This is an optimization exercise on Yosys and OpenROAD, whose aim is small area, a short achievable clock period and few clock cycles per item, not a production implementation.
Function was not checked in any run shown here: the RTL went through the layout flow alone.

### flow/config.mk
export PLATFORM = sky130hd
export DESIGN_NAME = aesTop
export DESIGN_NICKNAME = aesTop
export VERILOG_FILES = /design/flow/design.v
export SDC_FILE = /design/flow/constraint.sdc
export NUM_CORES = 4
export LEC_CHECK = 0
export CAP_MARGIN = 20
export CELL_PAD_IN_SITES_DETAIL_PLACEMENT = 2
export CELL_PAD_IN_SITES_GLOBAL_PLACEMENT = 2
export CORE_MARGIN = 2
export CORE_UTILIZATION = 25
export PLACE_DENSITY = 0.3
export SLEW_MARGIN = 20
export SYNTH_HIERARCHICAL = 1
### flow/constraint.sdc
create_clock -name core_clock -period 8.0 [get_ports {clk}]
set_input_delay 1.6000 -clock core_clock [delete_from_list [all_inputs] [get_ports {clk}]]
set_output_delay 1.6000 -clock core_clock [all_outputs]
set_load 0.01 [all_outputs]
### flow/design.v
package aesPkg;
    typedef logic [7:0]               byteT;
    typedef logic [32-1:0]   wordT;
    typedef logic [127:0]             stateT;
    typedef logic [3:0]               roundT;
    typedef logic [8-1:0]   apbAddrT;
    typedef logic [6:0]               segT;   
    typedef logic [4*3-1:0] bcdT;
    function automatic byteT xtime(byteT b);
        xtime = {b[6:0], 1'b0} ^ (b[7] ? 8'h1b : 8'h00);
    endfunction
    function automatic byteT rconFor(roundT n);
        case (n)
            4'd0:    rconFor = 8'h01;
            4'd1:    rconFor = 8'h02;
            4'd2:    rconFor = 8'h04;
            4'd3:    rconFor = 8'h08;
            4'd4:    rconFor = 8'h10;
            4'd5:    rconFor = 8'h20;
            4'd6:    rconFor = 8'h40;
            4'd7:    rconFor = 8'h80;
            4'd8:    rconFor = 8'h1b;
            default: rconFor = 8'h36;
        endcase
    endfunction
endpackage
`timescale 1ns/1ps
module aesSbox (
    input  aesPkg::byteT in,
    output aesPkg::byteT out
);
    logic U0, U1, U2, U3, U4, U5, U6, U7;
    logic S0, S1, S2, S3, S4, S5, S6, S7;
    logic T1, T2, T3, T4, T5, T6, T7, T8, T9, T10, T11, T12;
    logic T13, T14, T15, T16, T17, T18, T19, T20, T21, T22, T23, T24;
    logic T25, T26, T27, M1, M2, M3, M4, M5, M6, M7, M8, M9;
    logic M10, M11, M12, M13, M14, M15, M16, M17, M18, M19, M20, M21;
    logic M22, M23, M24, M25, M26, M27, M28, M29, M30, M32, M33, M35;
    logic M36, M37, M38, M39, M40, M41, M42, M43, M44, M45, M46, M47;
    logic M48, M49, M50, M51, M52, M53, M54, M55, M56, M57, M58, M59;
    logic M60, M61, M62, M63, L0, L1, L2, L3, L4, L5, L6, L7;
    logic L8, L9, L10, L11, L12, L13, L14, L15, L16, L17, L18, L19;
    logic L20, L21, L22, L23, L24, L25, L26, L27, L28, L29;
    assign {U0, U1, U2, U3, U4, U5, U6, U7} = in;
    assign out = {S0, S1, S2, S3, S4, S5, S6, S7};
    aesXor2 uT1 (.a(U0), .b(U3), .y(T1));
    aesXor2 uT2 (.a(U0), .b(U5), .y(T2));
    aesXor2 uT3 (.a(U0), .b(U6), .y(T3));
    aesXor2 uT4 (.a(U3), .b(U5), .y(T4));
    aesXor2 uT5 (.a(U4), .b(U6), .y(T5));
    aesXor2 uT6 (.a(T1), .b(T5), .y(T6));
    aesXor2 uT7 (.a(U1), .b(U2), .y(T7));
    aesXor2 uT8 (.a(U7), .b(T6), .y(T8));
    aesXor2 uT9 (.a(U7), .b(T7), .y(T9));
    aesXor2 uT10 (.a(T6), .b(T7), .y(T10));
    aesXor2 uT11 (.a(U1), .b(U5), .y(T11));
    aesXor2 uT12 (.a(U2), .b(U5), .y(T12));
    aesXor2 uT13 (.a(T3), .b(T4), .y(T13));
    aesXor2 uT14 (.a(T6), .b(T11), .y(T14));
    aesXor2 uT15 (.a(T5), .b(T11), .y(T15));
    aesXor2 uT16 (.a(T5), .b(T12), .y(T16));
    aesXor2 uT17 (.a(T9), .b(T16), .y(T17));
    aesXor2 uT18 (.a(U3), .b(U7), .y(T18));
    aesXor2 uT19 (.a(T7), .b(T18), .y(T19));
    aesXor2 uT20 (.a(T1), .b(T19), .y(T20));
    aesXor2 uT21 (.a(U6), .b(U7), .y(T21));
    aesXor2 uT22 (.a(T7), .b(T21), .y(T22));
    aesXor2 uT23 (.a(T2), .b(T22), .y(T23));
    aesXor2 uT24 (.a(T2), .b(T10), .y(T24));
    aesXor2 uT25 (.a(T20), .b(T17), .y(T25));
    aesXor2 uT26 (.a(T3), .b(T16), .y(T26));
    aesXor2 uT27 (.a(T1), .b(T12), .y(T27));
    aesNand2 uM1 (.a(T13), .b(T6), .y(M1));
    aesNand2 uM2 (.a(T23), .b(T8), .y(M2));
    aesXnor2 uM3 (.a(T14), .b(M1), .y(M3));
    aesNand2 uM4 (.a(T19), .b(U7), .y(M4));
    aesXor2 uM5 (.a(M4), .b(M1), .y(M5));
    aesNand2 uM6 (.a(T3), .b(T16), .y(M6));
    aesNand2 uM7 (.a(T22), .b(T9), .y(M7));
    aesXnor2 uM8 (.a(T26), .b(M6), .y(M8));
    aesNand2 uM9 (.a(T20), .b(T17), .y(M9));
    aesXor2 uM10 (.a(M9), .b(M6), .y(M10));
    aesNand2 uM11 (.a(T1), .b(T15), .y(M11));
    aesNand2 uM12 (.a(T4), .b(T27), .y(M12));
    aesXor2 uM13 (.a(M12), .b(M11), .y(M13));
    aesNand2 uM14 (.a(T2), .b(T10), .y(M14));
    aesXor2 uM15 (.a(M14), .b(M11), .y(M15));
    aesXnor2 uM16 (.a(M3), .b(M2), .y(M16));
    aesXor2 uM17 (.a(M5), .b(T24), .y(M17));
    aesXnor2 uM18 (.a(M8), .b(M7), .y(M18));
    aesXor2 uM19 (.a(M10), .b(M15), .y(M19));
    aesXor2 uM20 (.a(M16), .b(M13), .y(M20));
    aesXor2 uM21 (.a(M17), .b(M15), .y(M21));
    aesXor2 uM22 (.a(M18), .b(M13), .y(M22));
    aesXor2 uM23 (.a(M19), .b(T25), .y(M23));
    aesXor2 uM24 (.a(M22), .b(M23), .y(M24));
    aesNand2 uM25 (.a(M22), .b(M20), .y(M25));
    aesXnor2 uM26 (.a(M21), .b(M25), .y(M26));
    aesXor2 uM27 (.a(M20), .b(M21), .y(M27));
    aesXnor2 uM28 (.a(M23), .b(M25), .y(M28));
    aesNand2 uM29 (.a(M28), .b(M27), .y(M29));
    aesNand2 uM30 (.a(M26), .b(M24), .y(M30));
    aesNand3 uM32 (.a(M27), .b(M20), .c(M23), .y(M32));
    aesXnor2 uM33 (.a(M27), .b(M25), .y(M33));
    aesNand3 uM35 (.a(M24), .b(M21), .c(M22), .y(M35));
    aesXnor2 uM36 (.a(M24), .b(M25), .y(M36));
    aesXnor2 uM37 (.a(M21), .b(M29), .y(M37));
    aesXnor2 uM38 (.a(M32), .b(M33), .y(M38));
    aesXnor2 uM39 (.a(M23), .b(M30), .y(M39));
    aesXnor2 uM40 (.a(M35), .b(M36), .y(M40));
    aesXor2 uM41 (.a(M38), .b(M40), .y(M41));
    aesXor2 uM42 (.a(M37), .b(M39), .y(M42));
    aesXor2 uM43 (.a(M37), .b(M38), .y(M43));
    aesXor2 uM44 (.a(M39), .b(M40), .y(M44));
    aesXor2 uM45 (.a(M42), .b(M41), .y(M45));
    aesNand2 uM46 (.a(M44), .b(T6), .y(M46));
    aesNand2 uM47 (.a(M40), .b(T8), .y(M47));
    aesNand2 uM48 (.a(M39), .b(U7), .y(M48));
    aesNand2 uM49 (.a(M43), .b(T16), .y(M49));
    aesNand2 uM50 (.a(M38), .b(T9), .y(M50));
    aesNand2 uM51 (.a(M37), .b(T17), .y(M51));
    aesNand2 uM52 (.a(M42), .b(T15), .y(M52));
    aesNand2 uM53 (.a(M45), .b(T27), .y(M53));
    aesNand2 uM54 (.a(M41), .b(T10), .y(M54));
    aesNand2 uM55 (.a(M44), .b(T13), .y(M55));
    aesNand2 uM56 (.a(M40), .b(T23), .y(M56));
    aesNand2 uM57 (.a(M39), .b(T19), .y(M57));
    aesNand2 uM58 (.a(M43), .b(T3), .y(M58));
    aesNand2 uM59 (.a(M38), .b(T22), .y(M59));
    aesNand2 uM60 (.a(M37), .b(T20), .y(M60));
    aesNand2 uM61 (.a(M42), .b(T1), .y(M61));
    aesNand2 uM62 (.a(M45), .b(T4), .y(M62));
    aesNand2 uM63 (.a(M41), .b(T2), .y(M63));
    aesXor2 uL0 (.a(M61), .b(M62), .y(L0));
    aesXor2 uL1 (.a(M50), .b(M56), .y(L1));
    aesXor2 uL2 (.a(M46), .b(M48), .y(L2));
    aesXor2 uL3 (.a(M47), .b(M55), .y(L3));
    aesXor2 uL4 (.a(M54), .b(M58), .y(L4));
    aesXor2 uL5 (.a(M49), .b(M61), .y(L5));
    aesXnor2 uL6 (.a(M62), .b(L5), .y(L6));
    aesXnor2 uL7 (.a(M46), .b(L3), .y(L7));
    aesXor2 uL8 (.a(M51), .b(M59), .y(L8));
    aesXor2 uL9 (.a(M52), .b(M53), .y(L9));
    aesXnor2 uL10 (.a(M53), .b(L4), .y(L10));
    aesXnor2 uL11 (.a(M60), .b(L2), .y(L11));
    aesXor2 uL12 (.a(M48), .b(M51), .y(L12));
    aesXnor2 uL13 (.a(M50), .b(L0), .y(L13));
    aesXor2 uL14 (.a(M52), .b(M61), .y(L14));
    aesXnor2 uL15 (.a(M55), .b(L1), .y(L15));
    aesXnor2 uL16 (.a(M56), .b(L0), .y(L16));
    aesXnor2 uL17 (.a(M57), .b(L1), .y(L17));
    aesXnor2 uL18 (.a(M58), .b(L8), .y(L18));
    aesXnor2 uL19 (.a(M63), .b(L4), .y(L19));
    aesXor2 uL20 (.a(L0), .b(L1), .y(L20));
    aesXor2 uL21 (.a(L1), .b(L7), .y(L21));
    aesXor2 uL22 (.a(L3), .b(L12), .y(L22));
    aesXor2 uL23 (.a(L18), .b(L2), .y(L23));
    aesXor2 uL24 (.a(L15), .b(L9), .y(L24));
    aesXor2 uL25 (.a(L6), .b(L10), .y(L25));
    aesXor2 uL26 (.a(L7), .b(L9), .y(L26));
    aesXor2 uL27 (.a(L8), .b(L10), .y(L27));
    aesXor2 uL28 (.a(L11), .b(L14), .y(L28));
    aesXor2 uL29 (.a(L11), .b(L17), .y(L29));
    aesXor2 uS0 (.a(L6), .b(L24), .y(S0));
    aesXnor2 uS1 (.a(L16), .b(L26), .y(S1));
    aesXnor2 uS2 (.a(L19), .b(L28), .y(S2));
    aesXor2 uS3 (.a(L6), .b(L21), .y(S3));
    aesXor2 uS4 (.a(L20), .b(L22), .y(S4));
    aesXor2 uS5 (.a(L25), .b(L29), .y(S5));
    aesXnor2 uS6 (.a(L13), .b(L27), .y(S6));
    aesXnor2 uS7 (.a(L6), .b(L23), .y(S7));
endmodule
module aesXor2 (
    input  logic a,
    input  logic b,
    output logic y
);
    assign y = a ^ b;
endmodule
module aesXnor2 (
    input  logic a,
    input  logic b,
    output logic y
);
    assign y = ~(a ^ b);
endmodule
module aesNand2 (
    input  logic a,
    input  logic b,
    output logic y
);
    assign y = ~(a & b);
endmodule
module aesNor2 (
    input  logic a,
    input  logic b,
    output logic y
);
    assign y = ~(a | b);
endmodule
module aesNand3 (
    input  logic a,
    input  logic b,
    input  logic c,
    output logic y
);
    assign y = ~(a & b & c);
endmodule
module aesXorW #(parameter int W = 8) (
    input  logic [W-1:0] a,
    input  logic [W-1:0] b,
    output logic [W-1:0] y
);
    assign y = a ^ b;
endmodule
`timescale 1ns/1ps
module aesKeySchedule (
    input  aesPkg::stateT key,
    input  aesPkg::byteT  rcon,
    output aesPkg::stateT nextKey
);
    aesPkg::wordT rotW;
    aesPkg::wordT subW;
    assign rotW = {key[23:0], key[31:24]};
    for (genvar i = 0; i < 4; i++) begin : gSubWord
        aesSbox uSbox (
            .in  (rotW[8*i +: 8]),
            .out (subW[8*i +: 8])
        );
    end
    assign nextKey[127:96] = key[127:96] ^ subW ^ {rcon, 24'h0};
    assign nextKey[95:64]  = key[95:64] ^ nextKey[127:96];
    assign nextKey[63:32]  = key[63:32] ^ nextKey[95:64];
    assign nextKey[31:0]   = key[31:0] ^ nextKey[63:32];
endmodule
`timescale 1ns/1ps
module aesRoundEngine (
    input  logic          clk,
    input  logic          rstN,
    input  logic          load,
    input  aesPkg::stateT loadKey,
    input  aesPkg::stateT loadBlock,
    output logic          lastRound,
    output logic          idle,
    output aesPkg::stateT finalOut
);
    aesPkg::roundT round;
    aesPkg::stateT stateReg;
    aesPkg::stateT keyReg;
    aesPkg::stateT addKey;
    aesPkg::stateT shifted;
    aesPkg::stateT mixed;
    aesPkg::stateT nextKey;
    aesPkg::byteT  subB [16];
    function automatic aesPkg::wordT mixColumn(aesPkg::wordT col);
        aesPkg::byteT b0, b1, b2, b3, t;
        b0 = col[31:24];
        b1 = col[23:16];
        b2 = col[15:8];
        b3 = col[7:0];
        t  = b0 ^ b1 ^ b2 ^ b3;
        mixColumn = {b0 ^ t ^ aesPkg::xtime(b0 ^ b1),
                     b1 ^ t ^ aesPkg::xtime(b1 ^ b2),
                     b2 ^ t ^ aesPkg::xtime(b2 ^ b3),
                     b3 ^ t ^ aesPkg::xtime(b3 ^ b0)};
    endfunction
    assign lastRound = round == 4'd9;
    assign idle      = round == 4'd10;
    aesKeySchedule uKeySched (
        .key     (keyReg),
        .rcon    (aesPkg::rconFor(round)),
        .nextKey (nextKey)
    );
    assign addKey = stateReg ^ keyReg;
    for (genvar i = 0; i < 16; i++) begin : gSubShift
        aesSbox uSbox (
            .in  (addKey[127-8*i -: 8]),
            .out (subB[i])
        );
        assign shifted[127-8*i -: 8] = subB[(i % 4) + 4 * (((i / 4) + (i % 4)) % 4)];
    end
    for (genvar c = 0; c < 4; c++) begin : gMix
        assign mixed[127-32*c -: 32] = mixColumn(shifted[127-32*c -: 32]);
    end
    assign finalOut = shifted ^ nextKey;  
    always_ff @(posedge clk or negedge rstN) begin
        if (!rstN)
            round <= 4'd10;
        else if (load)
            round <= '0;
        else if (!idle)
            round <= round + 1'b1;
    end
    always_ff @(posedge clk) begin
        if (load) begin
            stateReg <= loadBlock;
            keyReg   <= loadKey;
        end else begin
            stateReg <= mixed;
            keyReg   <= nextKey;
        end
    end
endmodule
`timescale 1ns/1ps
module aesApbRegs (
    input  logic    clk,
    input  logic    rstN,
    input  aesPkg::apbAddrT paddr,
    input  logic    psel,
    input  logic    penable,
    input  logic    pwrite,
    input  aesPkg::wordT    pwdata,
    output aesPkg::wordT    prdata,
    output logic    pready,
    output logic    pslverr,
    output logic    coreLoad,
    output aesPkg::stateT   coreKey,
    output aesPkg::stateT   coreBlock,
    input  logic    coreLast,
    input  logic    coreIdle,
    input  aesPkg::stateT   coreResult,
    output aesPkg::byteT    resultByte
);
    aesPkg::stateT      keyReg;
    aesPkg::stateT      blockReg;
    aesPkg::stateT      resultReg;
    logic       doneBit;
    logic       busy;        
    logic       pend;        
    logic       access;
    logic       err;
    logic       wrOk;
    logic       startAcc;
    logic       finish;
    logic       merge;       
    logic       wrKB;        
    logic       hitCtrl, hitStatus, hitKey, hitBlock, hitResult;
    logic [1:0] word;
    assign access    = psel && penable;
    assign pready    = 1'b1;  
    assign word      = paddr[3:2];  
    assign hitCtrl   = paddr == 8'h00;
    assign hitStatus = paddr == 8'h04;
    assign hitKey    = paddr[1:0] == 2'b00 && paddr[7:4] == 4'h1;
    assign hitBlock  = paddr[1:0] == 2'b00 && paddr[7:4] == 4'h2;
    assign hitResult = paddr[1:0] == 2'b00 && paddr[7:4] == 4'h3;
    always_comb begin
        err = 1'b0;
        if (!(hitCtrl || hitStatus || hitKey || hitBlock || hitResult))
            err = 1'b1;
        else if (pwrite && (hitStatus || hitResult))
            err = 1'b1;  
        else if (pwrite && busy && (hitCtrl || hitKey || hitBlock))
            err = 1'b1;  
    end
    assign pslverr  = access && err;
    assign wrOk     = access && pwrite && !err;
    assign startAcc = wrOk && hitCtrl && pwdata[0];
    assign merge    = psel && pwrite && !busy && (hitKey || hitBlock);
    assign wrKB     = merge && penable;
    assign finish   = coreLast && (busy || startAcc);
    for (genvar w = 0; w < 4; w++) begin : gMerge
        assign coreKey[127-32*w -: 32]   = merge && hitKey && word == 2'(w) ?
                                           pwdata : keyReg[127-32*w -: 32];
        assign coreBlock[127-32*w -: 32] = merge && hitBlock && word == 2'(w) ?
                                           pwdata : blockReg[127-32*w -: 32];
    end
    assign coreLoad = (merge && !penable) || (wrKB != pend) || (startAcc && coreIdle);
    always_comb begin
        prdata = '0;
        case (paddr[5:4])
            2'd0: prdata[1:0] = paddr[2] ? {doneBit, busy} : 2'b00;
            2'd1: prdata = keyReg[127-32*word -: 32];
            2'd2: prdata = blockReg[127-32*word -: 32];
            default: prdata = resultReg[127-32*word -: 32];
        endcase
    end
    always_ff @(posedge clk or negedge rstN) begin
        if (!rstN) begin
            keyReg     <= '0;
            blockReg   <= '0;
            resultReg  <= '0;
            doneBit    <= 1'b0;
            busy       <= 1'b0;
            pend       <= 1'b0;
        end else begin
            pend <= merge && !penable;
            if (wrKB) begin
                keyReg   <= coreKey;
                blockReg <= coreBlock;
            end
            if (finish)
                resultReg <= coreResult;
            if (finish) begin
                doneBit <= 1'b1;
                busy    <= 1'b0;
            end else if (startAcc) begin
                doneBit <= 1'b0;
                busy    <= 1'b1;
            end
        end
    end
    assign resultByte = resultReg[7:0];
endmodule
`timescale 1ns/1ps
module aesSegDisplay (
    input  aesPkg::byteT                        value,
    output logic [3*7-1:0]    segOut
);
    aesPkg::bcdT bcd;
    always_comb begin
        bcd = '0;
        for (int i = 7; i >= 0; i--) begin
            for (int d = 0; d < 3; d++) begin
                if (bcd[4*d +: 4] >= 4'd5)
                    bcd[4*d +: 4] = bcd[4*d +: 4] + 4'd3;
            end
            bcd = {bcd[4*3-2:0], value[i]};
        end
    end
    for (genvar d = 0; d < 3; d++) begin : gDigit
        aesPkg::segT seg;
        always_comb begin
            case (bcd[4*d +: 4])
                4'd0:    seg = 7'b1000000;
                4'd1:    seg = 7'b1111001;
                4'd2:    seg = 7'b0100100;
                4'd3:    seg = 7'b0110000;
                4'd4:    seg = 7'b0011001;
                4'd5:    seg = 7'b0010010;
                4'd6:    seg = 7'b0000010;
                4'd7:    seg = 7'b1111000;
                4'd8:    seg = 7'b0000000;
                4'd9:    seg = 7'b0010000;
                default: seg = 7'b1111111;  
            endcase
        end
        assign segOut[7*d +: 7] = seg;
    end
endmodule
`timescale 1ns/1ps
module aesTop (
    input  logic        clk,
    input  logic        rstN,
    input  aesPkg::apbAddrT     paddr,
    input  logic        psel,
    input  logic        penable,
    input  logic        pwrite,
    input  aesPkg::wordT        pwdata,
    output aesPkg::wordT        prdata,
    output logic        pready,
    output logic        pslverr,
    output logic [20:0] segOut
);
    aesPkg::byteT resultByte;
    logic  coreLoad;
    aesPkg::stateT coreKey;
    aesPkg::stateT coreBlock;
    logic  coreLast;
    logic  coreIdle;
    aesPkg::stateT coreResult;
    aesApbRegs uRegs (
        .clk        (clk),
        .rstN       (rstN),
        .paddr      (paddr),
        .psel       (psel),
        .penable    (penable),
        .pwrite     (pwrite),
        .pwdata     (pwdata),
        .prdata     (prdata),
        .pready     (pready),
        .pslverr    (pslverr),
        .coreLoad   (coreLoad),
        .coreKey    (coreKey),
        .coreBlock  (coreBlock),
        .coreLast   (coreLast),
        .coreIdle   (coreIdle),
        .coreResult (coreResult),
        .resultByte (resultByte)
    );
    aesRoundEngine uEngine (
        .clk       (clk),
        .rstN      (rstN),
        .load      (coreLoad),
        .loadKey   (coreKey),
        .loadBlock (coreBlock),
        .lastRound (coreLast),
        .idle      (coreIdle),
        .finalOut  (coreResult)
    );
    aesSegDisplay uDisplay (
        .value  (resultByte),
        .segOut (segOut)
    );
endmodule
### flow/run.sh
#!/bin/bash
# synth_recipe.tcl (not shown) runs the flow's synth.tcl, then flattens the netlist and writes it again
# the make line also repeats each setting of config.mk as NAME=value (left out here)
make -C /OpenROAD-flow-scripts/flow DESIGN_CONFIG=/design/flow/config.mk WORK_HOME=/design/flow/orfs CLKGATE_MAP_FILE= SYNTH_SCRIPT=/design/flow/synth_recipe.tcl finish
==> impl_metrics.py, run 1 <==
metrics = {
    "die": {
        "die-height_um": 496,
        "core_um2": 241000,
        "fp.dieArea_um2": 246000,
        "io-pin-count": 100,
        "initial_utilization_pct": 25.1,
        "die-width_um": 496,
        "rows": 180,
    },
    "worst_setup_path": {
        "cp_max_fo": 6,
        "worstPathRequired_ps": 6400,
        "worst_r2r_startpoint": "uEngine.keyReg[54]",
        "reg2regPathDepth": 20,
        "r2r_setup_slack_ps": 460,
        "worstSetupStartpointType": "flip-flop",
        "timing.setup.critical_path_class": "flip-flop to output port",
        "cpMaxStageDelayCell": "sky130_fd_sc_hd__or4_4",
        "cp.arrival_ps": 6320,
        "crit_path_max_incr_delay_ps": 540,
        "rr_endpoint": "uEngine.stateReg[95]",
        "timing.critical_path.to_type": "output port",
    },
    "route": {
        "finalWirelength_um": 293000,
        "firstDrtPassIters": 6,
        "vias": 44200,
        "post_drt_wl_per_cell_um": 30.7,
        "vias_per_cell": 4.63,
        "drt_first_iter_violations": 2191,
        "detail_route.drc_violations": 0,
        "antenna_left": 0,
    },
    "finish": {
        "fillerInstances": 26400,
        "instances_no_fill": 9548,
        "post_route_cells_drive_above_1_share_pct": 24.8,
        "layout-area-overhead-vs-synth_pct": 16.7,
        "final_nets": 6350,
        "layout.cells.most_common_list": "sky130_fd_sc_hd__xor2_1, sky130_fd_sc_hd__nand2_1, sky130_fd_sc_hd__mux2_2",
        "most_common_cell_after_layout_fill_and_taps_aside": "sky130_fd_sc_hd__xor2_1",
    },
    "clock_tree": {
        "cts_made_buffers": 87,
        "cts.root.buffer_cell": "sky130_fd_sc_hd__clkbuf_16",
        "clock_latency_ps": 740,
        "cts_clock_pin_slew_for_the_worst_setup_and_hold_paths_ps": 60,
        "clkSinkCount": 647,
        "h_tree_lvl_count": 3,
        "tritoncts": "done",
        "cts_max_path_buffers": 3,
    },
    "grt": {
        "globalRoute.totalOverflow": 0,
        "first_pass_grt_wire_length_um": 405000,
        "pin_count_of_the_biggest_net_entering_global_routing": 126,
        "grt_util_all_layers_pct": 23.5,
        "first_global_vias": 48600,
        "antenna_found_initial": 40,
    },
    "synthesis": {
        "post_synth_fa_ha_maj_area_fraction_pct": 0.493,
        "netlist.top_cell.by_area": "sky130_fd_sc_hd__xor2_1",
        "postSynth.asyncResetShare_pct": 60.4,
        "synthesis.instances": 6019,
        "synth_flop_cell": "sky130_fd_sc_hd__dfrtp_1",
        "ys_top_cells_by_area": "sky130_fd_sc_hd__xor2_1, sky130_fd_sc_hd__dfrtp_1, sky130_fd_sc_hd__mux2_2",
        "yosys_warnings": 10,
        "post_synth_xor_area_fraction_pct": 42.0,
        "avgSynthCellArea_um2": 10.0,
        "post_synth_and_or_nand_nor_area_fraction_pct": 6.46,
        "synth_largest_type_area_fraction_pct": 25.8,
        "synthMuxAreaShare_pct": 16.9,
        "synth-seq-cells": 647,
        "post_synth_instance_area_um2": 60400,
        "ys_seq_area_share_pct": 24.7,
        "number_of_flops_mapped_to_enable_cells_by_yosys": 0,
        "synth_compound_area_share_pct": 5.23,
        "ys_types": 94,
        "combinational_family_with_the_most_area_after_synthesis": "XOR/XNOR gates",
    },
    "sta": {
        "fmax_mhz": 126,
        "setup_repair_after_global_routing_missed_its_margin": "yes",
        "report.final.setup_viol": 0,
        "hold_violations": 0,
        "timing.clock.skew_ps": 37.1,
        "final_worst_path_period_need_ps": 7920,
        "whs_ps": 500,
        "tightest_slew_ps": 1180,
        "post-route-period-util_pct": 99.0,
        "slew-limit-headroom_pct": 20.5,
        "slew_viol_final": 0,
    },
    "run": {
        "cap_violations": 0,
    },
    "placed_design": {
        "globalplace.congestion": 0.791,
        "detailedPlacementHpwl_um": 228000,
        "portBuffers": 97,
        "placed_cells_incl_taps": 9356,
    },
    "min_path": {
        "holdPathStages": 1,
        "hold_start": "uRegs.resultReg[112]",
        "min-delay-path-class": "flip-flop to flip-flop",
        "holdPathEnd": "uRegs.resultReg[112]",
    },
    "status": {
        "status": "complete, no violations",
    },
}
how the worst max path moves through the flow:
stage,end,cells after the start,start
floorplan,segOut[10],31,uRegs.resultReg[5]
global placement,segOut[13],32,uRegs.resultReg[5]
detailed placement,segOut[10],30,uRegs.resultReg[6]
CTS,segOut[10],30,uRegs.resultReg[5]
global route,segOut[10],32,uRegs.resultReg[5]
finish,segOut[10],32,uRegs.resultReg[5]
through the flow:
step           cell area [um^2]  TNS, ps  util [%]  setup slack, ps
2_1_floorplan             60400        0         -             3.90
3_3_place_gp              67000     -109      27.8            -41.3
3_5_place_dp              67000    -1080      27.9             -189
4_1_cts                   70300    -55.4      29.2            -34.6
5_1_grt                   70500    -1910      29.3             -212
6_report                  70600        0      29.3             77.6
modules after synthesis (local to each module, per instance), a selection:
module / cells / cell area [um^2] / copies in the design
aesXnor2: 1 / 8.76 / 520
aesRoundEngine: 1291 / 15600 / 1
aesNand2: 1 / 3.75 / 600
aesSegDisplay: 253 / 1780 / 1
aesNand3: 1 / 5.00 / 40
aesApbRegs: 1620 / 21300 / 1
aesXor2: 1 / 8.76 / 1360
aesSbox: 8 / 60.1 / 20
aesKeySchedule: 175 / 1550 / 1
critical path: cells and delay by family, from the launching register on:
kind | cells | cell delay, ps
flip-flops | 1 | 400
AND/OR/NAND/NOR | 9 | 2260
adder cells (fa/ha/maj) | 4 | 590
XOR/XNOR | 2 | 340
buffers and inverters | 11 | 1090
AO/OA/AOI/OAI | 6 | 950
flip-flops by register name (all words and copies together) (netlist names):
register,flops
uRegs.keyReg,128
uRegs.pend,1
uRegs.blockReg,128
uEngine.round,4
uRegs.doneBit,1
uEngine.keyReg,128
uEngine.stateReg,128
uRegs.busy,1
uRegs.resultReg,128
per-layer routing:
| layer | share of wire, % | track usage, % | vias up |
|---|---|---|---|
| li1 | - | - | 20400 |
| met2 | 47 | 38.8 | 603 |
| met4 | 1.6 | 3.96 | 12 |
| met5 | 0.029 | 0 | - |
| met3 | 2.7 | 2.15 | 166 |
| met1 | 49 | 33.5 | 23000 |
cells in the mapped netlist, drive strengths merged (16+ instances only):
master and n:
nor2 43, a22oi 78, nor3 20, o21ai 154, ha 23, xor3 18
o31a 16, nand2 773, mux2i 69, dfrtp 389, a21oi 52, mux2 813
nand3 54, o22ai 62, xnor2 639, buf 272, a32oi 21, dfxtp 256
xor2 1785, clkbuf 145, a221o 19, xnor3 159, inv 31
cell families (layout without fill, tap and decap cells):
logic type,count (synthesis),in the layout
xor gates and xnor gates,2601,2601
and+or+nand+nor,943,943
muxes,882,882
DFF,647,647
AOI/OAI and AO/OA,470,470
buffers and inverters,450,786
adders and majority gates,24,24
other,2,10
what timing repair did:
item / in CTS / in global routing
hold endpoints to repair: 0 / 0
resized for setup: 89 / 42
gates cloned: 1 / 0
hold buffers: 0 / 0
buffers inserted: 15 / 7
pin swaps: 22 / 15
endpoints found under the setup margin: 19 / 20
final cells by class:
type | count | area, um^2 | area share (%)
repair buffers | 591 | 4980 | 7.07
clock buffers | 141 | 2690 | 3.81
diodes | 8 | 20.0 | 0.0284
well taps | 3185 | 3990 | 5.65
clock inverters | 21 | 327 | 0.463
multi-input cells | 4922 | 43500 | 61.7
flip-flops and latches | 647 | 14900 | 21.1
inverters | 33 | 126 | 0.179
==> run 2, diff against run 1 <==
--- a/flow/design.v
+++ b/flow/design.v
@@ -31,5 +31,4 @@
 );
     logic U0, U1, U2, U3, U4, U5, U6, U7;
-    logic S0, S1, S2, S3, S4, S5, S6, S7;
     logic T1, T2, T3, T4, T5, T6, T7, T8, T9, T10, T11, T12;
     logic T13, T14, T15, T16, T17, T18, T19, T20, T21, T22, T23, T24;
@@ -43,5 +42,4 @@
     logic L20, L21, L22, L23, L24, L25, L26, L27, L28, L29;
     assign {U0, U1, U2, U3, U4, U5, U6, U7} = in;
-    assign out = {S0, S1, S2, S3, S4, S5, S6, S7};
     aesXor2 uT1 (.a(U0), .b(U3), .y(T1));
     aesXor2 uT2 (.a(U0), .b(U5), .y(T2));
@@ -162,12 +160,12 @@
     aesXor2 uL28 (.a(L11), .b(L14), .y(L28));
     aesXor2 uL29 (.a(L11), .b(L17), .y(L29));
-    aesXor2 uS0 (.a(L6), .b(L24), .y(S0));
-    aesXnor2 uS1 (.a(L16), .b(L26), .y(S1));
-    aesXnor2 uS2 (.a(L19), .b(L28), .y(S2));
-    aesXor2 uS3 (.a(L6), .b(L21), .y(S3));
-    aesXor2 uS4 (.a(L20), .b(L22), .y(S4));
-    aesXor2 uS5 (.a(L25), .b(L29), .y(S5));
-    aesXnor2 uS6 (.a(L13), .b(L27), .y(S6));
-    aesXnor2 uS7 (.a(L6), .b(L23), .y(S7));
+    aesXor2 uS0 (.a(L6), .b(L24), .y(out[7]));
+    aesXnor2 uS1 (.a(L16), .b(L26), .y(out[6]));
+    aesXnor2 uS2 (.a(L19), .b(L28), .y(out[5]));
+    aesXor2 uS3 (.a(L6), .b(L21), .y(out[4]));
+    aesXor2 uS4 (.a(L20), .b(L22), .y(out[3]));
+    aesXor2 uS5 (.a(L25), .b(L29), .y(out[2]));
+    aesXnor2 uS6 (.a(L13), .b(L27), .y(out[1]));
+    aesXnor2 uS7 (.a(L6), .b(L23), .y(out[0]));
 endmodule
 module aesXor2 (
@@ -229,8 +227,12 @@
         );
     end
-    assign nextKey[127:96] = key[127:96] ^ subW ^ {rcon, 24'h0};
-    assign nextKey[95:64]  = key[95:64] ^ nextKey[127:96];
-    assign nextKey[63:32]  = key[63:32] ^ nextKey[95:64];
-    assign nextKey[31:0]   = key[31:0] ^ nextKey[63:32];
+    aesPkg::wordT pre [4];
+    aesXorW #(.W(32)) uPre0 (.a(key[127:96]), .b({rcon, 24'h0}), .y(pre[0]));
+    aesXorW #(.W(32)) uPre1 (.a(key[95:64]),  .b(pre[0]),        .y(pre[1]));
+    aesXorW #(.W(32)) uPre2 (.a(key[63:32]),  .b(pre[1]),        .y(pre[2]));
+    aesXorW #(.W(32)) uPre3 (.a(key[31:0]),   .b(pre[2]),        .y(pre[3]));
+    for (genvar i = 0; i < 4; i++) begin : gWord
+        aesXorW #(.W(32)) uW (.a(subW), .b(pre[i]), .y(nextKey[127-32*i -: 32]));
+    end
 endmodule
 `timescale 1ns/1ps
@@ -253,16 +255,4 @@
     aesPkg::stateT nextKey;
     aesPkg::byteT  subB [16];
-    function automatic aesPkg::wordT mixColumn(aesPkg::wordT col);
-        aesPkg::byteT b0, b1, b2, b3, t;
-        b0 = col[31:24];
-        b1 = col[23:16];
-        b2 = col[15:8];
-        b3 = col[7:0];
-        t  = b0 ^ b1 ^ b2 ^ b3;
-        mixColumn = {b0 ^ t ^ aesPkg::xtime(b0 ^ b1),
-                     b1 ^ t ^ aesPkg::xtime(b1 ^ b2),
-                     b2 ^ t ^ aesPkg::xtime(b2 ^ b3),
-                     b3 ^ t ^ aesPkg::xtime(b3 ^ b0)};
-    endfunction
     assign lastRound = round == 4'd9;
     assign idle      = round == 4'd10;
@@ -272,5 +262,5 @@
         .nextKey (nextKey)
     );
-    assign addKey = stateReg ^ keyReg;
+    aesXorW #(.W(128)) uAddKey (.a(stateReg), .b(keyReg), .y(addKey));
     for (genvar i = 0; i < 16; i++) begin : gSubShift
         aesSbox uSbox (
@@ -281,7 +271,7 @@
     end
     for (genvar c = 0; c < 4; c++) begin : gMix
-        assign mixed[127-32*c -: 32] = mixColumn(shifted[127-32*c -: 32]);
+        aesMixColumn uMix (.col(shifted[127-32*c -: 32]), .mixed(mixed[127-32*c -: 32]));
     end
-    assign finalOut = shifted ^ nextKey;  
+    aesXorW #(.W(128)) uFinal (.a(shifted), .b(nextKey), .y(finalOut));
     always_ff @(posedge clk or negedge rstN) begin
         if (!rstN)
@@ -302,4 +292,24 @@
     end
 endmodule
+module aesMixColumn (
+    input  aesPkg::wordT col,
+    output aesPkg::wordT mixed
+);
+    aesPkg::byteT b [4];
+    aesPkg::byteT p [4];    
+    aesPkg::byteT q [4];    
+    aesPkg::byteT x [4];    
+    logic [2:0]   xr [4];
+    for (genvar i = 0; i < 4; i++) begin : gByte
+        assign b[i] = col[31-8*i -: 8];
+    end
+    for (genvar i = 0; i < 4; i++) begin : gCol
+        aesXorW #(.W(8)) uP (.a(b[i]), .b(b[(i+1)%4]), .y(p[i]));
+        aesXorW #(.W(8)) uQ (.a(p[(i+1)%4]), .b(b[(i+3)%4]), .y(q[i]));
+        aesXorW #(.W(3)) uX (.a({p[i][3], p[i][2], p[i][0]}), .b({3{p[i][7]}}), .y(xr[i]));
+        assign x[i] = {p[i][6:4], xr[i][2:1], p[i][1], xr[i][0], p[i][7]};
+        aesXorW #(.W(8)) uO (.a(q[i]), .b(x[i]), .y(mixed[31-8*i -: 8]));
+    end
+endmodule
 `timescale 1ns/1ps
 module aesApbRegs (
@@ -360,9 +370,11 @@
     assign wrKB     = merge && penable;
     assign finish   = coreLast && (busy || startAcc);
+    aesPkg::wordT wdata;
+    assign wdata = rstN ? pwdata : '0;
     for (genvar w = 0; w < 4; w++) begin : gMerge
-        assign coreKey[127-32*w -: 32]   = merge && hitKey && word == 2'(w) ?
-                                           pwdata : keyReg[127-32*w -: 32];
-        assign coreBlock[127-32*w -: 32] = merge && hitBlock && word == 2'(w) ?
-                                           pwdata : blockReg[127-32*w -: 32];
+        assign coreKey[127-32*w -: 32]   = !rstN || (merge && hitKey && word == 2'(w)) ?
+                                           wdata : keyReg[127-32*w -: 32];
+        assign coreBlock[127-32*w -: 32] = !rstN || (merge && hitBlock && word == 2'(w)) ?
+                                           wdata : blockReg[127-32*w -: 32];
     end
     assign coreLoad = (merge && !penable) || (wrKB != pend) || (startAcc && coreIdle);
@@ -376,8 +388,10 @@
         endcase
     end
+    always_ff @(posedge clk) begin
+        keyReg   <= coreKey;
+        blockReg <= coreBlock;
+    end
     always_ff @(posedge clk or negedge rstN) begin
         if (!rstN) begin
-            keyReg     <= '0;
-            blockReg   <= '0;
             resultReg  <= '0;
             doneBit    <= 1'b0;
@@ -386,8 +400,4 @@
         end else begin
             pend <= merge && !penable;
-            if (wrKB) begin
-                keyReg   <= coreKey;
-                blockReg <= coreBlock;
-            end
             if (finish)
                 resultReg <= coreResult;
@@ -405,37 +415,73 @@
 `timescale 1ns/1ps
 module aesSegDisplay (
-    input  aesPkg::byteT                        value,
-    output logic [3*7-1:0]    segOut
+    input  aesPkg::byteT                 value,
+    output logic [3*7-1:0]     segOut
 );
-    aesPkg::bcdT bcd;
-    always_comb begin
-        bcd = '0;
-        for (int i = 7; i >= 0; i--) begin
-            for (int d = 0; d < 3; d++) begin
-                if (bcd[4*d +: 4] >= 4'd5)
-                    bcd[4*d +: 4] = bcd[4*d +: 4] + 4'd3;
-            end
-            bcd = {bcd[4*3-2:0], value[i]};
-        end
-    end
-    for (genvar d = 0; d < 3; d++) begin : gDigit
-        aesPkg::segT seg;
-        always_comb begin
-            case (bcd[4*d +: 4])
-                4'd0:    seg = 7'b1000000;
-                4'd1:    seg = 7'b1111001;
-                4'd2:    seg = 7'b0100100;
-                4'd3:    seg = 7'b0110000;
-                4'd4:    seg = 7'b0011001;
-                4'd5:    seg = 7'b0010010;
-                4'd6:    seg = 7'b0000010;
-                4'd7:    seg = 7'b1111000;
-                4'd8:    seg = 7'b0000000;
-                4'd9:    seg = 7'b0010000;
-                default: seg = 7'b1111111;  
-            endcase
-        end
-        assign segOut[7*d +: 7] = seg;
-    end
+    function automatic logic [3:0] add3(logic [3:0] a);
+        logic t00, t01, t02, t03, t04, t05, t06, t07, t08, t09, t10, t11;
+        logic [3:0] y;
+        t11 = a[2] & ~(a[0]);
+        t00 = a[3] | t11;
+        t01 = a[0] | ~(a[3]);
+        t02 = a[1] & ~(a[3]);
+        t03 = t01 & ~(t02);
+        y[2] = t00 & t03;
+        t04 = t11 | ~(t02);
+        y[1] = ~(t01 & t04);
+        t05 = a[2] | ~(a[0]);
+        t06 = a[3] | t05;
+        t07 = ~(t11 & t02);
+        t08 = t06 & t07;
+        y[0] = ~(t01 & t08);
+        t09 = a[0] | a[1];
+        t10 = a[2] & t09;
+        y[3] = a[3] | t10;
+        add3 = y;
+    endfunction
+    function automatic logic [6:0] seg7(logic [3:0] a);
+        logic t00, t01, t02, t03, t04, t05, t06, t07, t08, t09, t10, t11, t12;
+        logic [6:0] y;
+        t00 = a[1] | a[0];
+        t01 = a[2] & ~(a[1]);
+        t02 = ~(a[1] & a[0]);
+        t03 = a[2] & t02;
+        t04 = ~(a[3] | t03);
+        y[5] = t00 & t04;
+        t05 = t01 & ~(a[3]);
+        y[4] = a[0] | t05;
+        t06 = ~(a[2] & t00);
+        t07 = ~(t00 & t03);
+        t08 = a[2] | ~(a[1]);
+        t09 = ~(a[2] | a[0]);
+        t10 = ~(a[3] | t09);
+        t11 = t08 & t10;
+        y[3] = t07 & t11;
+        t12 = a[0] | a[3];
+        y[2] = ~(t08 | t12);
+        y[1] = ~(a[3] | t07);
+        y[0] = t06 & t11;
+        y[6] = t04 & t08;
+        seg7 = y;
+    endfunction
+    function automatic logic [6:0] seg3(logic [1:0] a);
+        logic [6:0] y;
+        y[2] = a[1] & ~(a[0]);
+        y[6] = a[0] | ~(a[1]);
+        y[0] = a[0] & ~(a[1]);
+        y[5] = a[0] ^ a[1];
+        { y[4:3], y[1] } = { y[0], y[0], 1'h0 };
+        seg3 = y;
+    endfunction
+    logic [3:0] c1, c2, c3, c4, c5, c6, c7;
+    assign c1 = add3({1'b0, value[7:5]});
+    assign c2 = add3({c1[2:0], value[4]});
+    assign c3 = add3({c2[2:0], value[3]});
+    assign c4 = add3({c3[2:0], value[2]});
+    assign c5 = add3({c4[2:0], value[1]});
+    assign c6 = add3({1'b0, c1[3], c2[3], c3[3]});
+    assign c7 = add3({c6[2:0], c4[3]});
+    assign segOut[20:14] = seg3({c6[3], c7[3]});
+    assign segOut[13:7]  = seg7({c7[2:0], c5[3]});
+    assign segOut[6:0]   = seg7({c5[2:0], value[0]});
 endmodule
 `timescale 1ns/1ps
--- a/flow/config.mk
+++ b/flow/config.mk
@@ -10,6 +10,7 @@
 export CELL_PAD_IN_SITES_GLOBAL_PLACEMENT = 2
 export CORE_MARGIN = 2
-export CORE_UTILIZATION = 25
-export PLACE_DENSITY = 0.3
+export CORE_UTILIZATION = 35
+export PLACE_DENSITY = 0.45
+export SETUP_SLACK_MARGIN = 0
 export SLEW_MARGIN = 20
 export SYNTH_HIERARCHICAL = 1
==> run 2 against run 1 <==
Effect of this change:
- synthesized cell count down 3.5%
- final area fell by 12%
- first-iteration DRC count is 3.6% higher
- maximum frequency is 5.6% higher
- sequential cell count did not move
- critical endpoint is now uEngine.stateReg[15]
- largest cell class unchanged
==> impl_metrics.py, run 2 <==
metrics = {
    "placed_design": {
        "post-place-ws_ps": -61.2,
        "detailedPlacementHpwl_um": 188000,
        "portBuffers": 97,
        "globalplace.congestion": 0.888,
    },
    "die": {
        "fp.dieArea_um2": 158000,
        "core_um2": 154000,
        "initial_utilization_pct": 35.2,
        "rows": 144,
        "die-height_um": 397,
        "io-pin-count": 100,
        "die-width_um": 397,
    },
    "grt": {
        "pin_count_of_the_biggest_net_entering_global_routing": 103,
        "globalRoute.totalOverflow": 0,
        "antenna_found_initial": 12,
        "grt_util_all_layers_pct": 29.9,
        "first_pass_grt_wire_length_um": 343000,
        "first_global_vias": 46000,
    },
    "clock_tree": {
        "cts_max_path_buffers": 3,
        "tritoncts": "done",
        "clock_latency_ps": 720,
        "h_tree_lvl_count": 3,
        "cts_post_setup_buffers_inserted": 0,
        "cts_clock_pin_slew_for_the_worst_setup_and_hold_paths_ps": 60,
        "cts.root.buffer_cell": "sky130_fd_sc_hd__clkbuf_16",
        "cts_made_buffers": 83,
        "clkSinkCount": 647,
    },
    "finish": {
        "final_nets": 6143,
        "post_route_cells_drive_above_1_share_pct": 14.0,
        "layout.cells.most_common_list": "sky130_fd_sc_hd__xor2_1, sky130_fd_sc_hd__nand2_1, sky130_fd_sc_hd__xnor2_1",
        "ant_diodes": 0,
        "layout-area-overhead-vs-synth_pct": 14.2,
        "most_common_cell_after_layout_fill_and_taps_aside": "sky130_fd_sc_hd__xor2_1",
    },
    "synthesis": {
        "yosys.cell_count.top_type": "sky130_fd_sc_hd__xor2_1",
        "synthesis.instances": 5811,
        "synth_largest_type_area_fraction_pct": 37.3,
        "ys_top_cells_by_area": "sky130_fd_sc_hd__xor2_1, sky130_fd_sc_hd__dfxtp_1, sky130_fd_sc_hd__xnor2_1",
        "synth-seq-cells": 647,
        "number_of_flops_mapped_to_enable_cells_by_yosys": 0,
        "synth_common_cells": "sky130_fd_sc_hd__xor2_1, sky130_fd_sc_hd__nand2_1, sky130_fd_sc_hd__xnor2_1, sky130_fd_sc_hd__dfxtp_1, sky130_fd_sc_hd__nand3_1",
        "synthMuxAreaShare_pct": 11.4,
        "synth_flop_cell": "sky130_fd_sc_hd__dfxtp_1",
        "yosys_warnings": 20,
        "postSynth.asyncResetShare_pct": 20.9,
        "ys_types": 75,
        "post_synth_instance_area_um2": 54200,
        "post_synth_and_or_nand_nor_area_fraction_pct": 8.58,
        "post_synth_xor_area_fraction_pct": 45.8,
        "combinational_family_with_the_most_area_after_synthesis": "XOR/XNOR gates",
        "avgSynthCellArea_um2": 9.32,
        "netlist.top_cell.by_area": "sky130_fd_sc_hd__xor2_1",
        "post_synth_fa_ha_maj_area_fraction_pct": 0.277,
        "synth_compound_area_share_pct": 6.28,
        "ys_seq_area_share_pct": 25.2,
    },
    "sta": {
        "tightest_slew_ps": 1270,
        "totalNegativeSetupSlack_ps": 0,
        "timing.clock.skew_ps": 43.6,
        "report.final.setup_viol": 0,
        "setup_repair_after_global_routing_missed_its_margin": "no",
        "final.setup.worst_slack_ps": 495,
        "slew-limit-headroom_pct": 15.0,
        "fmax_mhz": 133,
        "hold_violations": 0,
        "final_worst_path_period_need_ps": 7510,
        "post-route-period-util_pct": 93.8,
        "slew_viol_final": 0,
    },
    "worst_setup_path": {
        "worstPathRequired_ps": 8640,
        "cp_max_fo": 5,
        "timing.setup.critical_path_class": "flip-flop to flip-flop",
        "timing.critical_path.to_type": "flip-flop",
        "worstSetupStartpointType": "flip-flop",
        "cp.arrival_ps": 8150,
    },
    "route": {
        "vias": 42600,
        "drt_first_iter_violations": 2270,
        "post_drt_wl_per_cell_um": 29.3,
        "finalWirelength_um": 240000,
        "vias_per_cell": 5.19,
        "antenna_left": 0,
        "firstDrtPassIters": 6,
        "detail_route.drc_violations": 0,
    },
    "status": {
        "status": "complete, no violations",
    },
    "run": {
        "cap_violations": 0,
    },
    "min_path": {
        "min-delay-path-class": "flip-flop to flip-flop",
    },
}
run 2: repair_timing:
action	CTS	global route
cloned	0	0
pin swaps	0	0
hold buffers	0	0
setup endpoints to repair	1	13
resized for setup	1	9
run 2: path summary, 6_finish.rpt:
path                                          from                   end  slack, ps  cells after the start
max in group asynchronous                     rstN   uRegs.resultReg[28]       5490                      3
worst min-delay path             uRegs.keyReg[127]     uRegs.keyReg[127]        500                      2
min in group asynchronous                     rstN  uRegs.resultReg[104]        870                      1
worst max-delay path            uEngine.keyReg[36]  uEngine.stateReg[15]        490                     22
worst min register to register   uRegs.keyReg[127]     uRegs.keyReg[127]        500                      2
worst max register to register  uEngine.keyReg[36]  uEngine.stateReg[15]        490                     22
run 2: final cells by class:
class | count | area [um^2]
Clock inverter | 23 | 299
Tap cell | 2044 | 2560
Fill cell | 16800 | 92000
Timing Repair Buffer | 385 | 3240
Multi-Input combinational cell | 4951 | 39500
Clock buffer | 133 | 2540
Sequential cell | 647 | 13600
Inverter | 18 | 67.6
run 2: cell families (layout without fill, tap and decap cells):
group                      Yosys count  in the layout
xor gates and xnor gates          2830           2830
buffers and inverters              236            559
DFF                                647            647
and+or+nand+nor                   1053           1053
muxes                              487            487
other                                3             26
AOI/OAI and AO/OA                  543            543
adders and majority gates           12             12
run 2: worst max-delay path: stages (launching register included):
cell                      delay [ps]
sky130_fd_sc_hd__dfxtp_1         350
sky130_fd_sc_hd__xor2_1          550
sky130_fd_sc_hd__xor2_1          200
sky130_fd_sc_hd__buf_4           170
sky130_fd_sc_hd__xor2_1          450
sky130_fd_sc_hd__xor2_1          320
sky130_fd_sc_hd__nand2_1         120
sky130_fd_sc_hd__xor2_1          270
sky130_fd_sc_hd__xor2_1          210
sky130_fd_sc_hd__xor2_1          400
sky130_fd_sc_hd__xor2_1          300
sky130_fd_sc_hd__nand3_1         140
sky130_fd_sc_hd__xnor2_1         440
sky130_fd_sc_hd__xor2_1          330
sky130_fd_sc_hd__xor2_1          230
sky130_fd_sc_hd__nand2_1         120
sky130_fd_sc_hd__xnor2_1         520
sky130_fd_sc_hd__xor2_1          570
sky130_fd_sc_hd__buf_4           270
sky130_fd_sc_hd__xor2_2          440
sky130_fd_sc_hd__xor2_1          270
sky130_fd_sc_hd__xor2_2          460
sky130_fd_sc_hd__mux2_4          300
run 2: modules after synthesis, one instance, submodules excluded, a selection:
module / cells inside / cell area (um^2)
aesXor2: 1 / 8.76
aesNand3: 1 / 5.00
aesRoundEngine: 581 / 9020
aesApbRegs: 1613 / 17000
aesKeySchedule: 1 / 3.75
aesSegDisplay: 152 / 967
aesXnor2: 1 / 8.76
aesNand2: 1 / 3.75
run 2: stage by stage:
| step | util (%) | hold slack (ps) | area, um^2 | cells |
|---|---|---|---|---|
| after CTS | 40.2 | 505 | 61800 | 8201 |
| after global routing | 40.2 | 522 | 61900 | 8201 |
| final | 40.2 | 504 | 61900 | 8201 |
| after detailed placement | 38.3 | 494 | 58900 | 8045 |
| after global placement | 38.3 | 473 | 58900 | 8045 |
| after floorplan | - | 455 | 54200 | 5834 |
run 2: layer usage:
| metal | part of all wire (%) | GRT usage [%] |
|---|---|---|
| met3 | 3.6 | 3.40 |
| met5 | 0.029 | 0 |
| met1 | 47 | 41.0 |
| met2 | 47 | 49.6 |
| met4 | 2.7 | 7.70 |
==> run 3, diff against run 2 <==
--- a/flow/config.mk
+++ b/flow/config.mk
@@ -12,5 +12,5 @@
 export CORE_UTILIZATION = 35
 export PLACE_DENSITY = 0.45
-export SETUP_SLACK_MARGIN = 0
+export SETUP_SLACK_MARGIN = 1
 export SLEW_MARGIN = 20
 export SYNTH_HIERARCHICAL = 1
==> run 3 against run 2 <==
Effect of this change:
- non-clock buffer count rose by 25
- still clean on timing, DRC and antenna
- core utilization increased by 1.5 points
- worst setup slack improved by 630 ps
- highest routed layer unchanged
- maximum frequency grew 9.2%
- global-route usage increased by 0.086 points
- synthesized area unchanged
- worst hold slack improved by 2.4 ps
- clock skew fell by 3.4 ps
- wire length increased by 0.75%
- critical path depth is 13 lower
==> impl_metrics.py, run 3 <==
metrics = {
    "placed_design": {
        "portBuffers": 97,
        "detailedPlacementHpwl_um": 188000,
        "globalplace.congestion": 0.888,
        "placed_cell_area_um2": 58900,
    },
    "grt": {
        "pin_count_of_the_biggest_net_entering_global_routing": 103,
        "first_pass_grt_wire_length_um": 343000,
        "grt_util_all_layers_pct": 30.0,
        "first_global_vias": 46200,
        "globalRoute.totalOverflow": 0,
        "antenna_found_initial": 11,
    },
    "synthesis": {
        "yosys.cell_count.top_type": "sky130_fd_sc_hd__xor2_1",
        "synth_largest_type_area_fraction_pct": 37.3,
        "postSynth.asyncResetShare_pct": 20.9,
        "number_of_flops_mapped_to_enable_cells_by_yosys": 0,
        "avgSynthCellArea_um2": 9.32,
        "synth_flop_cell": "sky130_fd_sc_hd__dfxtp_1",
        "post_synth_instance_area_um2": 54200,
        "synthesis.instances": 5811,
        "synth_common_cells": "sky130_fd_sc_hd__xor2_1, sky130_fd_sc_hd__nand2_1, sky130_fd_sc_hd__xnor2_1, sky130_fd_sc_hd__dfxtp_1, sky130_fd_sc_hd__nand3_1",
        "netlist.top_cell.by_area": "sky130_fd_sc_hd__xor2_1",
        "ys_seq_area_share_pct": 25.2,
        "ys_types": 75,
        "ys_top_cells_by_area": "sky130_fd_sc_hd__xor2_1, sky130_fd_sc_hd__dfxtp_1, sky130_fd_sc_hd__xnor2_1",
        "synth-seq-cells": 647,
        "yosys_warnings": 20,
    },
    "clock_tree": {
        "cts_clock_pin_slew_for_the_worst_setup_and_hold_paths_ps": 60,
        "h_tree_lvl_count": 3,
        "cts_max_path_buffers": 3,
        "clkSinkCount": 647,
        "ctsHoldBuffers": 0,
        "cts_made_buffers": 83,
        "clock_latency_ps": 720,
        "tritoncts": "done",
        "cts.root.buffer_cell": "sky130_fd_sc_hd__clkbuf_16",
    },
    "worst_setup_path": {
        "timing.setup.critical_path_class": "primary input to output port",
        "cp_max_fo": 24,
        "worst_r2r_startpoint": "uEngine.keyReg[27]",
        "cp.arrival_ps": 5270,
        "worstPathRequired_ps": 6400,
        "critical_path.n_buffers_inverters": 4,
        "cp_num_cells": 9,
        "r2r_setup_slack_ps": 1160,
        "cpMaxStageDelayCell": "sky130_fd_sc_hd__ha_4",
        "rr_endpoint": "uEngine.stateReg[15]",
        "path_delay_family": "buffers and inverters",
        "worstSetupStartpointType": "primary input",
        "critical_path.most_common_cell": "sky130_fd_sc_hd__clkdlybuf4s50_1",
        "crit_path_max_incr_delay_ps": 750,
        "timing.critical_path.to_type": "output port",
        "critical_path.cell_chain": "clkdlybuf4s50_1, inv_1, ha_4, buf_6, mux2i_1, o2bb2ai_1, a221oi_1, a31oi_1, clkdlybuf4s50_1",
        "reg2regPathDepth": 22,
    },
    "min_path": {
        "holdPathEnd": "uRegs.keyReg[95]",
        "hold_start": "uRegs.keyReg[95]",
        "min-delay-path-class": "flip-flop to flip-flop",
        "holdPathStages": 2,
    },
    "finish": {
        "final_cell_area_um2": 64200,
        "layout-area-overhead-vs-synth_pct": 18.5,
        "final_nets": 6168,
        "layout.core_utilization_pct": 41.7,
        "post_route_cells_drive_above_1_share_pct": 18.2,
        "layout.cells.most_common_list": "sky130_fd_sc_hd__xor2_1, sky130_fd_sc_hd__nand2_1, sky130_fd_sc_hd__dfxtp_1",
        "most_common_cell_after_layout_fill_and_taps_aside": "sky130_fd_sc_hd__xor2_1",
    },
    "sta": {
        "slew-limit-headroom_pct": 23.2,
        "report.final.setup_viol": 0,
        "tightest_slew_ps": 1150,
        "post-route-period-util_pct": 85.9,
        "slew_viol_final": 0,
        "fmax_mhz": 146,
        "hold_violations": 0,
        "timing.clock.skew_ps": 40.2,
        "final_worst_path_period_need_ps": 6870,
        "setup_repair_after_global_routing_missed_its_margin": "yes",
    },
    "route": {
        "finalWirelength_um": 242000,
        "detail_route.drc_violations": 0,
        "vias_per_cell": 5.21,
        "antenna_left": 0,
        "post_drt_wl_per_cell_um": 29.4,
        "drt_first_iter_violations": 2409,
        "firstDrtPassIters": 5,
        "vias": 42900,
    },
    "die": {
        "die-width_um": 397,
        "initial_utilization_pct": 35.2,
        "rows": 144,
        "io-pin-count": 100,
        "die-height_um": 397,
        "fp.dieArea_um2": 158000,
        "core_um2": 154000,
    },
    "status": {
        "status": "complete, no violations",
    },
    "run": {
        "cap_violations": 0,
    },
}
## run 3: cell counts after synthesis
Identical to the previous run, type by type.
## run 3: cells by family after synthesis
group | synth area share [%]
XOR/XNOR | 45.8
multiplexers | 11.4
other | 0.0208
AND/OR/NAND/NOR | 8.58
AO/OA/AOI/OAI | 6.28
adder cells (fa/ha/maj) | 0.277
buffers and inverters | 2.52
flip-flops | 25.2
## run 3: how the worst max path moves through the flow
stage	from	end	slack, ps
floorplan	uEngine.keyReg[28]	uEngine.stateReg[4]	2180
global placement	uEngine.keyReg[25]	uEngine.stateReg[15]	40
detailed placement	uEngine.keyReg[31]	uEngine.stateReg[15]	-60
CTS	uEngine.keyReg[39]	uEngine.stateReg[15]	910
global route	uEngine.keyReg[27]	uEngine.stateReg[15]	770
finish	paddr[3]	prdata[30]	1130
## run 3: area by class of cell
class	instances	area, um^2
fill	16600	89700
multi-input combinational	4951	41600
sequential	647	13600
timing repair buffer	410	3460
tap	2044	2560
clock buffer	133	2540
clock inverter	23	299
inverter	18	67.6
antenna	2	5.00
## run 3: worst reg2reg max path, stage by stage (launching register included)
cell	delay [ps]
sky130_fd_sc_hd__dfxtp_1	590
sky130_fd_sc_hd__xor2_1	290
sky130_fd_sc_hd__xor2_2	160
sky130_fd_sc_hd__buf_4	180
sky130_fd_sc_hd__xor2_4	250
sky130_fd_sc_hd__xor2_1	330
sky130_fd_sc_hd__nand2_1	160
sky130_fd_sc_hd__xor2_2	290
sky130_fd_sc_hd__xor2_1	280
sky130_fd_sc_hd__xor2_2	330
sky130_fd_sc_hd__xor2_1	310
sky130_fd_sc_hd__nand3_1	180
sky130_fd_sc_hd__xnor2_2	290
sky130_fd_sc_hd__xor2_1	330
sky130_fd_sc_hd__xor2_1	250
sky130_fd_sc_hd__nand2_1	140
sky130_fd_sc_hd__xor2_1	310
sky130_fd_sc_hd__xor2_1	360
sky130_fd_sc_hd__xor2_4	390
sky130_fd_sc_hd__xor2_4	350
sky130_fd_sc_hd__xor2_1	260
sky130_fd_sc_hd__xor2_2	460
sky130_fd_sc_hd__mux2_4	300
## run 3: per-stage QoR
stage	instances	hold slack [ps]	setup slack [ps]	setup TNS (ps)
finish	8228	506	1130	0
CTS	8201	505	906	0
global placement	8045	473	44.0	0
floorplan	5834	455	2180	0
detailed placement	8045	494	-61.2	-61.2
global route	8226	522	767	0
## run 3: repair_timing
action / CTS / global route
setup endpoints to repair: 110 / 199
pin swaps: 1 / 14
setup buffers: 0 / 25
cloned: 0 / 0
gates resized for setup: 86 / 197
## run 3: modules after synthesis, one instance, submodules excluded, a selection
module,flip-flops and latches,cells inside
aesRoundEngine,260,581
aesSegDisplay,0,152
aesNand3,0,1
aesXnor2,0,1
aesNand2,0,1
aesKeySchedule,0,1
aesXor2,0,1
aesApbRegs,387,1613
## run 3: layer usage
metal | vias up | GRT usage, % | part of all wire [%]
li1 | 19600 | - | -
met1 | 22300 | 41.1 | 46
met2 | 806 | 49.7 | 47
met3 | 243 | 3.26 | 3.8
met4 | 12 | 8.17 | 2.8
met5 | - | 0 | 0.032
==> run 4, diff against run 3 <==
--- a/flow/config.mk
+++ b/flow/config.mk
@@ -12,5 +12,5 @@
 export CORE_UTILIZATION = 35
 export PLACE_DENSITY = 0.45
-export SETUP_SLACK_MARGIN = 1
+export SETUP_SLACK_MARGIN = 2
 export SLEW_MARGIN = 20
 export SYNTH_HIERARCHICAL = 1
==> run 4 against run 3 <==
Effect of this change:
- register-to-register slack improved by 560 ps
- clock-buffer cell count unchanged
- via count increased by 8.4%
- first-iteration DRC count increased by 15%
- still clean
- synthesized area unchanged
- wire length increased by 17%
==> impl_metrics.py, run 4 <==
metrics = {
    "synthesis": {
        "synth_common_cells": "sky130_fd_sc_hd__xor2_1, sky130_fd_sc_hd__nand2_1, sky130_fd_sc_hd__xnor2_1, sky130_fd_sc_hd__dfxtp_1, sky130_fd_sc_hd__nand3_1",
        "yosys.cell_count.top_type": "sky130_fd_sc_hd__xor2_1",
        "synthesis.instances": 5811,
        "synth-seq-cells": 647,
        "ys_types": 75,
        "synth_largest_type_area_fraction_pct": 37.3,
        "postSynth.asyncResetShare_pct": 20.9,
        "ys_seq_area_share_pct": 25.2,
        "ys_top_cells_by_area": "sky130_fd_sc_hd__xor2_1, sky130_fd_sc_hd__dfxtp_1, sky130_fd_sc_hd__xnor2_1",
        "netlist.top_cell.by_area": "sky130_fd_sc_hd__xor2_1",
        "post_synth_instance_area_um2": 54200,
        "yosys_warnings": 20,
        "number_of_flops_mapped_to_enable_cells_by_yosys": 0,
        "avgSynthCellArea_um2": 9.32,
    },
    "sta": {
        "hold_violations": 0,
        "slew-limit-headroom_pct": 23.3,
        "report.final.setup_viol": 0,
        "setup_repair_after_global_routing_missed_its_margin": "yes",
        "post-route-period-util_pct": 78.4,
        "tightest_slew_ps": 1140,
        "slew_viol_final": 0,
        "whs_ps": 504,
        "fmax_mhz": 159,
    },
    "grt": {
        "pin_count_of_the_biggest_net_entering_global_routing": 103,
        "first_global_vias": 48100,
        "grt_util_all_layers_pct": 31.4,
        "antenna_found_initial": 7,
        "first_pass_grt_wire_length_um": 359000,
        "globalRoute.totalOverflow": 0,
    },
    "die": {
        "initial_utilization_pct": 35.2,
        "die-height_um": 397,
        "io-pin-count": 100,
        "die-width_um": 397,
        "core_um2": 154000,
    },
    "finish": {
        "layout.cells.most_common_list": "sky130_fd_sc_hd__xor2_1, sky130_fd_sc_hd__buf_4, sky130_fd_sc_hd__xor2_2",
        "post_route_cells_drive_above_1_share_pct": 41.3,
        "most_common_cell_after_layout_fill_and_taps_aside": "sky130_fd_sc_hd__xor2_1",
    },
    "route": {
        "detail_route.drc_violations": 0,
        "vias_per_cell": 5.28,
        "post_drt_wl_per_cell_um": 32.3,
        "firstDrtPassIters": 5,
        "drt_first_iter_violations": 2772,
        "antenna_left": 0,
        "vias": 46500,
    },
    "placed_design": {
        "detailedPlacementHpwl_um": 188000,
        "portBuffers": 97,
    },
    "status": {
        "status": "complete, no violations",
    },
    "worst_setup_path": {
        "cp.arrival_ps": 6850,
        "cpMaxStageDelayCell": "sky130_fd_sc_hd__dfxtp_1",
        "timing.setup.critical_path_class": "flip-flop to flip-flop",
        "critical_path.most_common_cell": "sky130_fd_sc_hd__xor2_2",
        "worstPathRequired_ps": 8570,
    },
    "clock_tree": {
        "clock_latency_ps": 720,
        "ctsHoldBuffers": 0,
        "cts_made_buffers": 83,
        "h_tree_lvl_count": 3,
        "cts.root.buffer_cell": "sky130_fd_sc_hd__clkbuf_16",
        "cts_max_path_buffers": 3,
        "cts_clock_pin_slew_for_the_worst_setup_and_hold_paths_ps": 60,
    },
    "min_path": {
        "min-delay-path-class": "flip-flop to flip-flop",
    },
    "run": {
        "cap_violations": 0,
    },
}
==> run 4: per-module statistics from Yosys (local to each module, per instance), a selection <==
module,area [um^2],cells inside,copies in the design
aesRoundEngine,9020,581,1
aesApbRegs,17000,1613,1
aesXnor2,8.76,1,520
aesSegDisplay,967,152,1
aesXor2,8.76,1,1360
aesNand2,3.75,1,600
aesKeySchedule,3.75,1,1
aesNand3,5.00,1,40
==> run 4: worst max-delay path, delay by kind of cell, from the launching register on <==
| kind | cells | cell delay, ps |
|---|---|---|
| simple gates | 3 | 480 |
| mux | 1 | 270 |
| xor+xnor | 16 | 3870 |
| buf+inv | 6 | 1100 |
| flops | 1 | 420 |
==> run 4: stage by stage <==
stage | TNS [ps] | setup slack (ps) | instances | util, % | area [um^2]
floorplan | 0 | 2180 | 5834 | - | 54200
global route | 0 | 1410 | 8804 | 52.4 | 80700
CTS | 0 | 1790 | 8383 | 45.5 | 70000
detailed placement | -61.2 | -61.2 | 8045 | 38.3 | 58900
global placement | 0 | 44.0 | 8045 | 38.3 | 58900
finish | 0 | 1720 | 8806 | 52.4 | 80700
==> run 4: cell type report <==
type                    count  area, um^2
fillers                 15100       73200
multi-input cells        4951       52500
flip-flops and latches    647       13800
repair buffers            988        8890
well taps                2044        2560
clock buffers             133        2540
clock inverters            23         299
inverters                  18        67.6
diodes                      2        5.00
==> run 4: worst paths after layout <==
check	from	endpoint	slack (ps)	depth (start not counted)
max	uEngine.stateReg[105]	uEngine.stateReg[49]	1720	26
min	uRegs.keyReg[63]	uRegs.keyReg[63]	500	2
max reg2reg	uEngine.stateReg[105]	uEngine.stateReg[49]	1720	26
min reg2reg	uRegs.keyReg[63]	uRegs.keyReg[63]	500	2
max in group asynchronous	rstN	uRegs.resultReg[28]	5430	3
min in group asynchronous	rstN	uRegs.resultReg[40]	890	1
==> run 4: layer usage <==
layer / vias up / track usage (%) / wire, um
met3: 399 / 2.92 / 11000
met5: - / 0 / 37
li1: 20100 / - / -
met4: 6 / 8.56 / 13500
met1: 24800 / 42.7 / 121000
met2: 1193 / 52.9 / 138000
==> run 4: logic make-up after synthesis <==
family	synth area share [%]
buffers and inverters	2.52
muxes	11.4
other	0.0208
xor gates and xnor gates	45.8
and+or+nand+nor	8.58
AOI/OAI and AO/OA	6.28
DFF	25.2
adders and majority gates	0.277
==> run 4: timing repair <==
item / CTS / global route
cloned: 2 / 1
endpoints found under the setup margin: 406 / 406
setup buffers: 180 / 420
gates resized for setup: 824 / 1004
pin swaps: 160 / 376

## separate check: timing with driven ports
How much do the figures lean on ideal ports? The routed layouts below were timed once more, with nothing changed but the port constraints.
Step 1 assumes that a clkbuf_16 drives the clock port and a buf_2 every other input.
Step 2 times the ports against the registers' clock, not the clock port: input delays grow and output delays shrink by t, the midpoint of the rising clock arrivals with the driver on.
Three values: no drivers, after step 1, after step 2; two values: the first two.
| run | t (ns) | setup slack, ns | worst setup path at the end | latest minus earliest clock arrival (ns) | pins driven straight from the clock port |
|---|---|---|---|---|---|
| run 1 | 0.808 | 0.078 / -0.005 / 0.462 | register to register | 0.037 / 0.038 | 1 |
| run 2 | 0.788 | 0.495 / 0.495 / 0.495 | register to register | 0.044 / 0.043 | 1 |
| run 3 | 0.785 | 1.129 / 1.072 / 1.072 | input to output | 0.040 / 0.040 | 1 |
| run 4 | 0.785 | 1.724 / 1.724 / 1.724 | register to register | 0.052 / 0.052 | 1 |
After both steps every run listed still meets setup and hold. The setup slack of run 3, which loses most, moves by -0.057 ns with the drivers and by -0.057 ns with both steps.
